Source: an optimization exercise on an open RTL-to-GDS flow (aim: small area, a short achievable clock period and few clock cycles per item). Production flows keep margins and buffers that such runs may drop.
Function was checked by simulation only, so behaviour that the tests miss may differ from the original.
Power is estimated from default activity; no workload was simulated.

## conv_requant_packer
module conv_requant_packer #(
  parameter int DATA_WIDTH = 8,
  parameter int ACC_WIDTH  = 32,
  parameter int BUS_WIDTH  = 128,
  parameter int ADDR_WIDTH = 18
) (
  input  logic                  clk,
  input  logic                  rst,
  input  logic                  start,
  input  logic [ADDR_WIDTH-1:0] cfg_base_addr,
  input  logic [15:0]           cfg_scale,
  input  logic [4:0]            cfg_shift,
  input  logic [1:0]            cfg_act_mode,
  input  logic [DATA_WIDTH-1:0] cfg_clip_max,
  output logic                  busy,
  output logic                  done,
  input  logic                  in_valid,
  output logic                  in_ready,
  input  logic [ACC_WIDTH-1:0]  in_acc,
  input  logic [ACC_WIDTH-1:0]  in_bias,
  input  logic                  in_last,
  output logic                  out_valid,
  input  logic                  out_ready,
  output logic [ADDR_WIDTH-1:0] out_addr,
  output logic [BUS_WIDTH-1:0]  out_data,
  output logic                  out_last,
  output logic [15:0]           sat_count
);
Settings: LEC_CHECK=0, ABC_AREA=1, CAP_MARGIN=20, CORE_MARGIN=2, CORE_UTILIZATION=40, SETUP_SLACK_MARGIN=3.6, SLEW_MARGIN=20, SYNTH_HIERARCHICAL=1, SYNTH_MINIMUM_KEEP_SIZE=0; clock period 7.5 ns.
standard.sh (not shown) runs the stock make flow with config.mk's settings and CLKGATE_MAP_FILE= SYNTH_SCRIPT=/design/flow/synth_recipe.tcl, a recipe that flattens the netlist after the stock synthesis.
==> flow/flow/run.sh <==
#!/bin/bash
set -euo pipefail
export BUFFER_PORTS_ARGS="-buffer_cell sky130_fd_sc_hd__buf_1"
bash standard.sh "BUFFER_PORTS_ARGS=$BUFFER_PORTS_ARGS" finish > flow_make.log 2>&1
The baseline went through all stages and came out clean.
Testbench counts at the start, summed over its fixed seeds: cycles 9,487, items 9,247.
Rerun with:
==> flow/run.sh (new file) <==
#!/bin/bash
# synth_recipe.tcl (not shown) runs the flow's synth.tcl, then flattens the netlist and writes it again
# the make line also repeats each setting of config.mk as NAME=value (left out here)
make -C /OpenROAD-flow-scripts/flow DESIGN_CONFIG=/design/flow/config.mk WORK_HOME=/design/flow/orfs CLKGATE_MAP_FILE= SYNTH_SCRIPT=/design/flow/synth_recipe.tcl finish
Settings changed: SETUP_SLACK_MARGIN 3.6 to 3.8.
removed: flow/flow/run.sh
removed: flow/standard.sh
After rerunning: Clock-buffer cell count rose by 1; clock power grows by about 4%; setup slack is better by 180 ps; global-route usage climbs by 1.5 points; via count rises by 3.3%; wire length went up by 9.2%; fmax rises by 5.0%; combinational power rose by about 9%; total power rises by 6.7%.
Rerun with:
==> flow/flow/run.sh (new file) <==
#!/bin/bash
set -euo pipefail
export BUFFER_PORTS_ARGS="-buffer_cell sky130_fd_sc_hd__buf_1"
bash standard.sh "BUFFER_PORTS_ARGS=$BUFFER_PORTS_ARGS" finish > flow_make.log 2>&1
==> flow/standard.sh (new file) <==
#!/bin/bash
# synth_recipe.tcl (not shown) runs the flow's synth.tcl, then flattens the netlist and writes it again
# the make line also repeats each setting of config.mk as NAME=value (left out here)
make -C /OpenROAD-flow-scripts/flow DESIGN_CONFIG=/design/flow/config.mk WORK_HOME=/design/flow/orfs CLKGATE_MAP_FILE= SYNTH_SCRIPT=/design/flow/synth_recipe.tcl "${@:-finish}"
Settings changed: PLACE_DENSITY set to 0.9.
removed: flow/run.sh
=> Design area fell by a few percent. Final cell count fell slightly. Non-clock buffer count fell by 5. Die area stays the same. Clock-buffer cell count fell by 3. Setup slack degrades by 95 ps. Combinational power rose by a few percent.

---

Another version of the RTL of conv_requant_packer (not shown whole).
Size: roughly 3000 cells after synthesis, about 350 flip-flops, ~290 I/O pins.
Settings: LEC_CHECK=0, ABC_AREA=1, CAP_MARGIN=20, CORE_MARGIN=2, CORE_UTILIZATION=40, GPL_ROUTABILITY_DRIVEN=0, SETUP_SLACK_MARGIN=3.95, SLEW_MARGIN=20, SYNTH_HIERARCHICAL=1, SYNTH_MINIMUM_KEEP_SIZE=0; clock period 7.5 ns.
==> flow/flow/run.sh <==
#!/bin/bash
set -euo pipefail
export BUFFER_PORTS_ARGS="-buffer_cell sky130_fd_sc_hd__buf_1"
export IO_CONSTRAINTS="$PWD/flow/io.tcl"
bash standard.sh "BUFFER_PORTS_ARGS=$BUFFER_PORTS_ARGS" "IO_CONSTRAINTS=$IO_CONSTRAINTS" finish > flow_make.log 2>&1
==> flow/flow/io.tcl <==
# Keep the handshake pins together: in_ready and done depend on out_ready
# through one gate each.
set_io_pin_constraint -group -order -pin_names {out_ready in_ready done}
Testbench counts at the start, summed over its fixed seeds: cycles 9,487, items 9,247.
Next try:
==> flow/flow/run.sh (replaced) <==
#!/bin/bash
set -euo pipefail
export BUFFER_PORTS_ARGS="-buffer_cell sky130_fd_sc_hd__buf_1"
bash standard.sh "BUFFER_PORTS_ARGS=$BUFFER_PORTS_ARGS" finish > flow_make.log 2>&1
Settings changed: CTS_BUF_LIST from default to sky130_fd_sc_hd__clkbuf_8, SETUP_SLACK_MARGIN 3.95 to 3.8.
removed: flow/flow/io.tcl
What happened:
- hold slack degrades by 0.0032 ns
- clock power drops by 9.9%
- die area is unchanged
- clock-buffer cell count goes up by 20

==> separate check: timing with driven ports <==
The results above use ideal ports. As a check the final layouts listed here were re-extracted and re-timed, cells and wires unchanged.
Step 1 sets driving cells, clkbuf_16 on the clock port and buf_2 on the other inputs (assumed; they add their load-dependent delay and slew).
Step 2 also shifts input and output timing later by t, the mid clock arrival at the registers, as if the neighbouring blocks saw the same clock.
Slacks: no drivers / after step 1 / after step 2; pairs: no drivers / after step 1.
run | t, ns | slack for setup (ns) | clock arrival spread, ns | worst register clock-pin slew, ns | worst slew at a driven data input, ns
the first run of note 1 | 0.632 | 3.636 / 3.636 / 3.398 | 0.024 / 0.024 | 0.06 / 0.06 | 0.05
the second run of note 1 | 0.631 | 3.820 / 3.807 / 3.355 | 0.039 / 0.039 | 0.07 / 0.07 | 0.07
the third run of note 1 | 0.617 | 3.724 / 3.724 / 3.460 | 0.041 / 0.041 | 0.07 / 0.07 | 0.09
the first run of note 2 | 0.633 | 3.985 / 3.966 / 3.624 | 0.050 / 0.049 | 0.06 / 0.06 | 0.08
the second run of note 2 | 0.707 | 3.885 / 3.861 / 3.513 | 0.047 / 0.047 | 0.07 / 0.07 | 0.08
After both steps setup and hold are still met in every run listed. The setup slack of the second run of note 1, which loses most, moves by -0.013 ns with the drivers and by -0.465 ns with both steps.
